What follows belongs to an exercise in optimizing a design on an open flow for a short achievable clock period and few clock cycles per item; a production flow would make more cautious choices. The RTL was checked by simulation tests, not by an equivalence proof against the original design.

Setup of job 9368:
Design array_multiplier, start of the top module:
module array_multiplier (
	input  logic        clk,
	input  logic        reset,
	input  logic        in_valid,
	input  logic [15:0] x,
	input  logic [15:0] y,
	output logic        product_valid,
	output logic [31:0] product
);
Size in the first run: roughly 1,800 cells after synthesis.
Settings: LEC_CHECK=0, CAP_MARGIN=20, CORE_MARGIN=2, CORE_UTILIZATION=46, SETUP_SLACK_MARGIN=3.6, SLEW_MARGIN=20, SYNTH_HIERARCHICAL=1; clock period 6.0 ns.
standard.sh (not shown) runs the stock make flow with config.mk's settings and CLKGATE_MAP_FILE= SYNTH_SCRIPT=/design/flow/synth_recipe.tcl, a recipe that flattens the netlist after the stock synthesis.
==> flow/flow/run.sh <==
#!/bin/bash
# The standard layout (standard.sh: the standard flow's synthesis and ORFS flow), with one
# change: the buffers that buffer_ports puts on every input and output port
# are sky130_fd_sc_hd__buf_4 instead of the cell buffer_ports picks itself
# (a clkdlybuf4s50 delay cell), so that timing repair can size them within
# the buf_* family.  make's full output goes to flow_make.log.
set -euo pipefail
bash standard.sh "BUFFER_PORTS_ARGS=-buffer_cell sky130_fd_sc_hd__buf_4" finish > flow_make.log 2>&1
Testbench counts of job 9368, summed over its fixed seeds: cycles 6,392, products 3,200.
Input-level comparison between job 2537 and job 9368:
- a change of SETUP_SLACK_MARGIN from 3.6 to 4.0
- a change of CORE_UTILIZATION from 46 to 40
## What came out
- Measured against each other, job 9368 and job 2537 differ in headroom to the max-slew limit, the higher figure coming from job 9368.
- Capturing element of the worst setup path: r2_n1589$_DFF_P_ -> job 2537, product[20] -> job 9368
- Compared with job 9368, in job 2537 final global-route overflow total shows no meaningful change; via count shows an increase of 3,583; number of buffers other than clock buffers in the final layout shows an increase of 338; register share of the cell area shows a reduction of 9.1 points.
For job 1299, these inputs were changed with respect to job 2537:
- CORE_UTILIZATION now 46, was 40
- SETUP_SLACK_MARGIN now 3.6, was 4.0
==> flow/flow/run.sh <==
#!/bin/bash
# The standard layout (standard.sh: the standard flow's synthesis and ORFS flow), with two
# changes: buffer_ports puts sky130_fd_sc_hd__buf_4 on every input and output
# port instead of the cell it picks itself (a clkdlybuf4s50 delay cell), and
# after global placement flow/outdrv.tcl sizes up each output port's buffer
# and the XOR/XNOR gate driving it.  Timing repair may still resize them.
# make's full output goes to flow_make.log.
set -euo pipefail
bash standard.sh "BUFFER_PORTS_ARGS=-buffer_cell sky130_fd_sc_hd__buf_4" \
  "POST_GLOBAL_PLACE_TCL=$PWD/flow/outdrv.tcl" finish > flow_make.log 2>&1
==> flow/flow/outdrv.tcl (new file) <==
# POST_GLOBAL_PLACE hook: on each output port, make the port buffer buf_6
# and an XOR, XNOR or inverter that drives it the _4 size, as these paths end a
# clock period early (the output delay) and cross a long wire to the pin.
foreach bterm [[ord::get_db_block] getBTerms] {
  if { [$bterm getIoType] != "OUTPUT" } { continue }
  set net [$bterm getNet]
  if { $net == "NULL" } { continue }
  foreach iterm [$net getITerms] {
    if { ![$iterm isOutputSignal] } { continue }
    set buf [$iterm getInst]
    if { ![string match "sky130_fd_sc_hd__buf_*" [[$buf getMaster] getName]] } { continue }
    replace_cell [$buf getName] sky130_fd_sc_hd__buf_6
    foreach bin [$buf getITerms] {
      if { ![$bin isInputSignal] } { continue }
      set inet [$bin getNet]
      if { $inet == "NULL" } { continue }
      foreach drv [$inet getITerms] {
        if { ![$drv isOutputSignal] } { continue }
        set gate [$drv getInst]
        set m [[$gate getMaster] getName]
        if { [regexp {^sky130_fd_sc_hd__(xnor2|xor2|inv)_[0-9]+$} $m -> f] } {
          replace_cell [$gate getName] sky130_fd_sc_hd__${f}_4
        }
      }
    }
  }
}
Notes after the runs:
Job 1299 ran to completion and came out clean on the timing, DRC and antenna checks.
Number of global-route vias before repair: lower on job 1299
Compared with job 2537, in job 1299 time the worst path needs with I/O delays and setup now smaller, clock slew at the register clock pins of the worst setup and hold paths comparable.
More vias were needed by job 2537 than by job 1299.
Looking only at final core area utilization, and setting everything else aside, the higher value of job 1299 and job 2537 goes to job 2537.
## Diff of input files: job 2559 against job 1299
- a change of SETUP_SLACK_MARGIN from 3.6 to 3.5
- a change of CORE_UTILIZATION from 46 to 40
==> flow/flow/run.sh <==
#!/bin/bash
# The standard layout (standard.sh: the standard flow's synthesis and ORFS flow), with one
# change: the buffers that buffer_ports puts on every input and output port
# are sky130_fd_sc_hd__buf_8 instead of the cell buffer_ports picks itself
# (a clkdlybuf4s50 delay cell), so that timing repair can size them within
# the buf_* family.  make's full output goes to flow_make.log.
set -euo pipefail
bash standard.sh "BUFFER_PORTS_ARGS=-buffer_cell sky130_fd_sc_hd__buf_8" finish > flow_make.log 2>&1
removed: flow/flow/outdrv.tcl
--- outcome ---
- Job 2559 reports its critical path class as reg2out while job 1299 reports reg2reg.
- Looking at longest individual stage delay on the worst path, job 2559 sits below job 1299.
- Cells: job 2559 has more instances than job 1299
- From job 1299 to job 2559 the numbers moved as follows: sequential cell count shows no meaningful change; final worst-path setup slack down 0.033 ns; fraction of the core area covered by cells at the end of the flow down 11 points; post-layout instance area decreased by about 6% relative to the old numbers; first-iteration DRC count down 53.
- Looking at met2 track utilization from global routing, job 2559 sits 5.0 points below job 1299.
The inputs of job 5986 differ from those of job 2559 as listed below.
==> flow/flow/run.sh <==
#!/bin/bash
# The standard layout (standard.sh: the standard flow's synthesis and ORFS flow), with one
# change: the buffers that buffer_ports puts on every input and output port
# are sky130_fd_sc_hd__buf_4 instead of the cell buffer_ports picks itself
# (a clkdlybuf4s50 delay cell), so that timing repair can size them within
# the buf_* family.  make's full output goes to flow_make.log.
set -euo pipefail
bash standard.sh "BUFFER_PORTS_ARGS=-buffer_cell sky130_fd_sc_hd__buf_4" finish > flow_make.log 2>&1
--- outcome ---
Post-route minimum period was lower in the run labelled job 5986.
Lower final-layout clock buffer total goes to job 5986 over job 2559.
Job 5986 — number of global-route vias before repair 131 higher, job 2559 as reference
On synthesized cell count, job 2559 and job 5986 are basically level.
Going from job 2559 to job 5986, fraction of cell area in non-clock buffers fell 2.2 points, wire length of the first global-routing pass rose 1.6%.
Edits applied to the flow inputs when going from job 5986 to job 2049:
- changing SETUP_SLACK_MARGIN from 3.5 to 3.8
==> comparison <==
Job 2049: full flow OK, the timing, DRC and antenna checks passed. Global-route usage: job 2049 > job 5986. As of job 2049, non-clock buffer count had risen by more than 100% compared to job 5986. Job 5986 → job 2049: final cell count rose about 10%, total length of routed met3 wires now larger, aggregate routed wire length increased by about 46% relative to the old numbers, number of antenna-violating nets in the routed design did not really move. Delta (job 2049 minus job 5986): maximum achievable frequency went down, post-route standard cell area excluding fillers climbed about 50%.

[re-timing with driven ports]
Ports are ideal in the flow. The routed layouts listed here were re-timed in OpenROAD.
Step 1, drivers: a clkbuf_16 drives clk and a buf_2 each remaining input, both assumed.
Step 2 times the ports against the registers' clock, not the clock port: input delays grow and output delays shrink by t, the midpoint of the rising clock arrivals with the driver on.
Three values: no drivers, after step 1, after step 2; two values: the first two.
run	t (ns)	slack for setup (ns)	hold slack, ns	worst register clock-pin slew, ns	pins driven straight from the clock port
job 9368	0.549	3.589 / 3.538 / 3.123	0.326 / 0.326 / 0.326	0.06 / 0.06	1
job 2537	0.571	3.446 / 3.356 / 2.786	0.324 / 0.324 / 0.324	0.07 / 0.07	1
job 1299	0.571	3.575 / 3.542 / 3.088	0.322 / 0.322 / 0.322	0.06 / 0.06	1
job 2559	0.569	3.542 / 3.495 / 3.056	0.326 / 0.326 / 0.326	0.07 / 0.07	1
job 5986	0.555	3.573 / 3.526 / 3.043	0.326 / 0.326 / 0.326	0.07 / 0.07	1
job 2049	0.583	3.465 / 3.372 / 2.789	0.326 / 0.326 / 0.326	0.07 / 0.07	1
After both steps setup and hold are still met in every run listed. For job 2049, which loses most, drivers alone change the setup slack by -0.093 ns; drivers and shift together by -0.676 ns.
